This is an optimization exercise on Yosys and OpenROAD, whose aim is small area and a short achievable clock period, not a production implementation. Function was checked by simulation only, so behaviour that the tests miss may differ from the original. Power is estimated from default activity; no workload was simulated.

## 09-08
==> flow/design.v <==
`timescale 1ns/1ps
`default_nettype none
module pkt_capture_top (
    input  wire         clk,
    input  wire         reset,
    input  wire  [31:0] i_base_addr,
    input  wire         i_rx_valid,
    input  wire         i_rx_first,
    input  wire         i_rx_last,
    input  wire  [2:0]  i_rx_last_bytes,
    input  wire  [31:0] i_rx_data,
    input  wire         i_ts_set,
    input  wire  [31:0] i_ts_sec,
    input  wire  [31:0] i_ts_nsec,
    output logic [31:0] o_av_address,
    output logic [31:0] o_av_writedata,
    output logic        o_av_write,
    output logic [2:0]  o_av_burstcount,
    input  wire         i_av_waitrequest,
    output logic [15:0] o_drop_count,
    output logic        o_record_done
);
    logic [31:0] ts_sec;
    logic [29:0] ts_nsec;
    logic        ts_wrap;    
    always_ff @(posedge clk) begin
        if (!reset) begin
            ts_sec  <= '0;
            ts_nsec <= '0;
            ts_wrap <= 1'b0;
        end else if (i_ts_set) begin
            ts_sec  <= i_ts_sec;
            ts_nsec <= i_ts_nsec[29:0];
            ts_wrap <= (i_ts_nsec[29:0] >= 30'd999_999_980);
        end else if (ts_wrap) begin
            ts_wrap <= 1'b0;     
            ts_sec  <= ts_sec + 1'b1;
            ts_nsec <= ts_nsec - 30'd999_999_980;
        end else begin
            ts_nsec <= ts_nsec + 30'd20;
            ts_wrap <= (ts_nsec >= 30'd999_999_960);
        end
    end
    logic [6:0]  fill;       
    logic [3:0]  dfill;      
    logic [7:0]  wa, wb;     
    logic [7:0]  rfa, rfb;   
    logic [7:0]  dwo;        
    logic [7:0]  dro;        
    logic        dpend;      
    logic        full;
    logic        dfull;
    logic        room_ok;
    logic        room_d;     
    logic        room_q;     
    logic        d_vis;
    assign full    = fill[6];
    assign dfull   = dfill[3];
    assign room_ok = room_d && room_q;
    assign d_vis   = (dfill != 4'd0) && !(dfill == 4'd1 && dpend);
    logic        keep_pkt;
    logic        in_pkt;     
    logic [3:0]  wc;         
    logic        keep_word;
    logic        push;
    logic        dpush;
    assign keep_word = i_rx_first ? room_ok : keep_pkt;
    assign push      = i_rx_valid && keep_word;
    assign dpush     = push && i_rx_last;
    always_ff @(posedge clk) begin
        if (!reset) begin
            keep_pkt     <= 1'b0;
            in_pkt       <= 1'b0;
            wc           <= '0;
            o_drop_count <= '0;
            wa           <= 8'd1;
            wb           <= 8'd1;
            dwo          <= 8'd1;
        end else if (i_rx_valid) begin
            wc     <= i_rx_first ? 4'd1 : wc + 1'b1;
            in_pkt <= keep_word && !i_rx_last;
            if (i_rx_first) begin
                keep_pkt <= room_ok;
                if (!room_ok) begin
                    o_drop_count <= o_drop_count + 1'b1;
                end
            end
            if (keep_word) begin
                wa <= {wa[6:0], wa[7]};
                if (wa[7]) begin
                    wb <= {wb[6:0], wb[7]};
                end
                if (i_rx_last) begin
                    dwo <= {dwo[6:0], dwo[7]};
                end
            end
        end
    end
    logic [31:0] mem   [64];
    logic [31:0] d_sec [8];
    logic [29:0] d_nsec[8];
    logic [3:0]  d_wc  [8];      
    logic [1:0]  d_lb  [8];      
    always_ff @(posedge clk) begin
        for (int i = 0; i < 64; i++) begin
            if (!full && wb[i / 8] && wa[i % 8]) begin
                mem[i] <= i_rx_data;
            end
        end
    end
    always_ff @(posedge clk) begin
        for (int i = 0; i < 8; i++) begin
            if (!dfull && dwo[i]) begin
                if (!in_pkt) begin
                    d_sec[i]  <= ts_sec;
                    d_nsec[i] <= ts_nsec;
                end
                d_wc[i] <= i_rx_first ? 4'd0 : wc;
                d_lb[i] <= i_rx_last_bytes[1:0];
            end
        end
    end
    logic        busy;       
    logic [29:0] nsec_q;
    logic [3:0]  wc_q;       
    logic [1:0]  lb_q;
    logic [6:0]  len;        
    logic [4:0]  rec_left;   
    logic [1:0]  blft;       
    logic [1:0]  hdr;
    logic        dphase;
    logic        acc;
    logic        pop;
    logic        dpop;
    logic [31:0] h_sec;
    logic [29:0] h_nsec;
    logic [3:0]  h_wc;
    logic [1:0]  h_lb;
    logic [2:0]  bc_next;
    logic [31:0] fetch;
    logic [31:0] nxt;        
    logic        load_data;  
    logic        refill;     
    logic [31:0] fetch_grp [8];
    assign acc  = busy && !i_av_waitrequest;
    assign pop  = acc && dphase;
    assign dpop = !busy && d_vis;
    assign load_data = acc && (dphase ? (rec_left != 5'd1) : (hdr == 2'd3));
    assign refill    = load_data && (rec_left != 5'd2);
    always_comb begin
        h_sec  = '0;
        h_nsec = '0;
        h_wc   = '0;
        h_lb   = '0;
        for (int i = 0; i < 8; i++) begin
            h_sec  = h_sec  | (d_sec[i]  & {32{dro[i]}});
            h_nsec = h_nsec | (d_nsec[i] & {30{dro[i]}});
            h_wc   = h_wc   | (d_wc[i]   & {4{dro[i]}});
            h_lb   = h_lb   | (d_lb[i]   & {2{dro[i]}});
        end
    end
    always_comb begin
        fetch = '0;
        for (int b = 0; b < 8; b++) begin
            fetch_grp[b] = '0;
            for (int a = 0; a < 8; a++) begin
                fetch_grp[b] = fetch_grp[b] | (mem[8*b+a] & {32{rfa[a]}});
            end
            fetch = fetch | (fetch_grp[b] & {32{rfb[b]}});
        end
    end
    logic [6:0] fill_inc, fill_dec;
    logic [3:0] dfill_inc, dfill_dec;
    assign fill_inc  = fill + 1'b1;
    assign fill_dec  = fill - 1'b1;
    assign dfill_inc = dfill + 1'b1;
    assign dfill_dec = dfill - 1'b1;
    assign len     = (lb_q == 2'd0) ? {5'(wc_q) + 5'd1, 2'b00} : {1'b0, wc_q, lb_q};
    assign bc_next = (rec_left > 5'd5) ? 3'd4 : 3'(rec_left - 5'd1);
    always_ff @(posedge clk) begin
        if (!reset) begin
            fill   <= '0;
            dfill  <= '0;
            dpend  <= 1'b0;
            room_d <= 1'b1;
            room_q <= 1'b1;
        end else begin
            case ({push, pop})
                2'b10: begin
                    fill   <= fill_inc;
                    room_d <= (fill <= 7'd47);
                end
                2'b01: begin
                    fill   <= fill_dec;
                    room_d <= (fill <= 7'd49);
                end
                default: begin
                    fill   <= fill;
                    room_d <= (fill <= 7'd48);
                end
            endcase
            case ({dpush, dpop})
                2'b10: begin
                    dfill  <= dfill_inc;
                    room_q <= (dfill <= 4'd6);
                end
                2'b01: begin
                    dfill  <= dfill_dec;
                    room_q <= 1'b1;
                end
                default: begin
                    dfill  <= dfill;
                    room_q <= (dfill <= 4'd7);
                end
            endcase
            dpend <= dpush;
        end
    end
    always_ff @(posedge clk) begin
        if (!reset) begin
            busy          <= 1'b0;
            o_av_write    <= 1'b0;
            o_record_done <= 1'b0;
            o_av_address  <= i_base_addr;
            dro           <= 8'd1;
            rfa           <= 8'd1;
            rfb           <= 8'd1;
        end else begin
            o_record_done <= 1'b0;
            if (dpop || refill) begin
                rfa <= {rfa[6:0], rfa[7]};
                if (rfa[7]) begin
                    rfb <= {rfb[6:0], rfb[7]};
                end
            end
            if (!busy) begin
                if (d_vis) begin
                    busy       <= 1'b1;
                    o_av_write <= 1'b1;
                    dro        <= {dro[6:0], dro[7]};
                end
            end else if (acc) begin
                if (blft == 2'd0) begin
                    o_av_address <= o_av_address + {27'b0, o_av_burstcount, 2'b00};
                    if (rec_left == 5'd1) begin
                        busy          <= 1'b0;
                        o_av_write    <= 1'b0;
                        o_record_done <= 1'b1;
                    end
                end
            end
        end
    end
    always_ff @(posedge clk) begin
        if (!busy || refill) begin
            nxt <= fetch;
        end
        if (!busy) begin
            o_av_writedata  <= h_sec;
            nsec_q          <= h_nsec;
            wc_q            <= h_wc;
            lb_q            <= h_lb;
            rec_left        <= 5'(h_wc) + 5'd5;
            blft            <= 2'd3;
            o_av_burstcount <= 3'd4;
            hdr             <= '0;
            dphase          <= 1'b0;
        end else if (acc) begin
            rec_left <= rec_left - 1'b1;
            blft     <= blft - 1'b1;
            if (!dphase) begin
                hdr <= hdr + 1'b1;
                if (hdr == 2'd3) begin
                    dphase <= 1'b1;
                end
            end
            if (!dphase && hdr == 2'd0) begin
                o_av_writedata <= {2'b00, nsec_q};
            end else if (!dphase && hdr != 2'd3) begin
                o_av_writedata <= {25'b0, len};
            end else begin
                o_av_writedata <= nxt;
            end
            if (blft == 2'd0) begin
                o_av_burstcount <= bc_next;
                blft            <= 2'(bc_next - 3'd1);
            end
        end
    end
endmodule
`default_nettype wire
export LEC_CHECK = 0
export CAP_MARGIN = 20
export CORE_MARGIN = 2
export CORE_UTILIZATION = 40
export CTS_CLUSTER_DIAMETER = 90
export CTS_CLUSTER_SIZE = 25
export SETUP_SLACK_MARGIN = 4.4
export SLEW_MARGIN = 20
export TNS_END_PERCENT = 20
create_clock -name core_clock -period 7.0 [get_ports {clk}]
run.sh (not shown) runs the stock make flow with config.mk's settings and CLKGATE_MAP_FILE= SYNTH_SCRIPT=/design/flow/synth_recipe.tcl, a recipe that flattens the netlist after the stock synthesis.
For 12-09, these inputs were changed with respect to 09-08:
--- a/flow/design.v
+++ b/flow/design.v
@@ -120,8 +120,12 @@
             end
         end
     end
     logic        busy;       
+    logic [31:2] addr, addr_new, addr_q;
+    logic [31:0] wd, wd_new;
+    logic [2:0]  bcnt, bcnt_new;
+    logic        wd_ld, bcnt_ld, addr_ld;
     logic [29:0] nsec_q;
     logic [3:0]  wc_q;       
     logic [1:0]  lb_q;
     logic [6:0]  len;        
@@ -220,9 +224,8 @@
         if (!reset) begin
             busy          <= 1'b0;
             o_av_write    <= 1'b0;
             o_record_done <= 1'b0;
-            o_av_address  <= i_base_addr;
             dro           <= 8'd1;
             rfa           <= 8'd1;
             rfb           <= 8'd1;
         end else begin
@@ -240,9 +243,8 @@
                     dro        <= {dro[6:0], dro[7]};
                 end
             end else if (acc) begin
                 if (blft == 2'd0) begin
-                    o_av_address <= o_av_address + {27'b0, o_av_burstcount, 2'b00};
                     if (rec_left == 5'd1) begin
                         busy          <= 1'b0;
                         o_av_write    <= 1'b0;
                         o_record_done <= 1'b1;
@@ -250,20 +252,43 @@
                 end
             end
         end
     end
+    always_comb begin
+        wd_ld    = !busy || acc;
+        bcnt_ld  = !busy || (acc && blft == 2'd0);
+        addr_ld  = !reset || (busy && acc && blft == 2'd0);
+        bcnt_new = busy ? bc_next : 3'd4;
+        addr_new = reset ? addr + 30'(bcnt) : i_base_addr[31:2];
+        if (!busy) begin
+            wd_new = h_sec;
+        end else if (!dphase && hdr == 2'd0) begin
+            wd_new = {2'b00, nsec_q};
+        end else if (!dphase && hdr != 2'd3) begin
+            wd_new = {25'b0, len};
+        end else begin
+            wd_new = nxt;
+        end
+    end
+    always_ff @(posedge clk) begin
+        wd              <= wd_ld   ? wd_new   : o_av_writedata;
+        bcnt            <= bcnt_ld ? bcnt_new : o_av_burstcount;
+        addr            <= addr_ld ? addr_new : addr_q;
+        o_av_writedata  <= wd_ld   ? wd_new   : wd;
+        o_av_burstcount <= bcnt_ld ? bcnt_new : bcnt;
+        addr_q          <= addr_ld ? addr_new : addr;
+    end
+    assign o_av_address = {addr_q, 2'b00};
     always_ff @(posedge clk) begin
         if (!busy || refill) begin
             nxt <= fetch;
         end
         if (!busy) begin
-            o_av_writedata  <= h_sec;
             nsec_q          <= h_nsec;
             wc_q            <= h_wc;
             lb_q            <= h_lb;
             rec_left        <= 5'(h_wc) + 5'd5;
             blft            <= 2'd3;
-            o_av_burstcount <= 3'd4;
             hdr             <= '0;
             dphase          <= 1'b0;
         end else if (acc) begin
             rec_left <= rec_left - 1'b1;
@@ -273,18 +298,10 @@
                 if (hdr == 2'd3) begin
                     dphase <= 1'b1;
                 end
             end
-            if (!dphase && hdr == 2'd0) begin
-                o_av_writedata <= {2'b00, nsec_q};
-            end else if (!dphase && hdr != 2'd3) begin
-                o_av_writedata <= {25'b0, len};
-            end else begin
-                o_av_writedata <= nxt;
-            end
             if (blft == 2'd0) begin
-                o_av_burstcount <= bc_next;
-                blft            <= 2'(bc_next - 3'd1);
+                blft <= 2'(bc_next - 3'd1);
             end
         end
     end
 endmodule
[summary]
In 12-09 relative to 09-08, number of clock buffers in the layout had gone up by a few percent.
Against 09-08, 12-09 reports a non-clock buffer total of the final layout that is higher.
The fraction of met2 tracks used by global routing reported for 12-09 is greater than that of 09-08 by 1.9 points.
Summary of 12-09 over 09-08: static leakage power went up by 0.0019 µW, count of fill cells added during filler insertion went up, final design instance area without fill rose about 3.4%, proportion of power drawn by combinational gates moved up.
Sort 12-09 and 09-08 by number of stages on the worst setup path desc -> top: 12-09
In the flow results for 12-09 and 09-08, the overall power is larger on 12-09.

==> re-timing with driven ports <==
The flow's constraints put no driver on any port. The routed layouts listed below were extracted and timed again, unchanged, in two steps. Step 1 (the two cells are an assumption about what drives the block):
set clk [get_ports {clk}]
set_driving_cell -lib_cell sky130_fd_sc_hd__clkbuf_16 $clk
set_driving_cell -lib_cell sky130_fd_sc_hd__buf_2 [delete_from_list [all_inputs] $clk]
Step 2 adds t to the input delays and takes it off the output delays; t is the mean of the earliest and latest rising clock arrival at the registers after step 1. Input paths then give back, and output paths get back, about the clock's delay inside the block. Slacks: ideal / step 1 / step 2; pairs: ideal / step 1.
run | t (ns) | setup slack, ns | clock arrival spread, ns
09-08 | 0.923 | 4.089 / 4.000 / 3.333 | 0.061 / 0.060
12-09 | 0.919 | 4.216 / 4.139 / 3.348 | 0.051 / 0.050
After both steps setup and hold are still met in every run listed. For 12-09, which loses most, drivers alone change the setup slack by -0.077 ns; drivers and shift together by -0.868 ns.
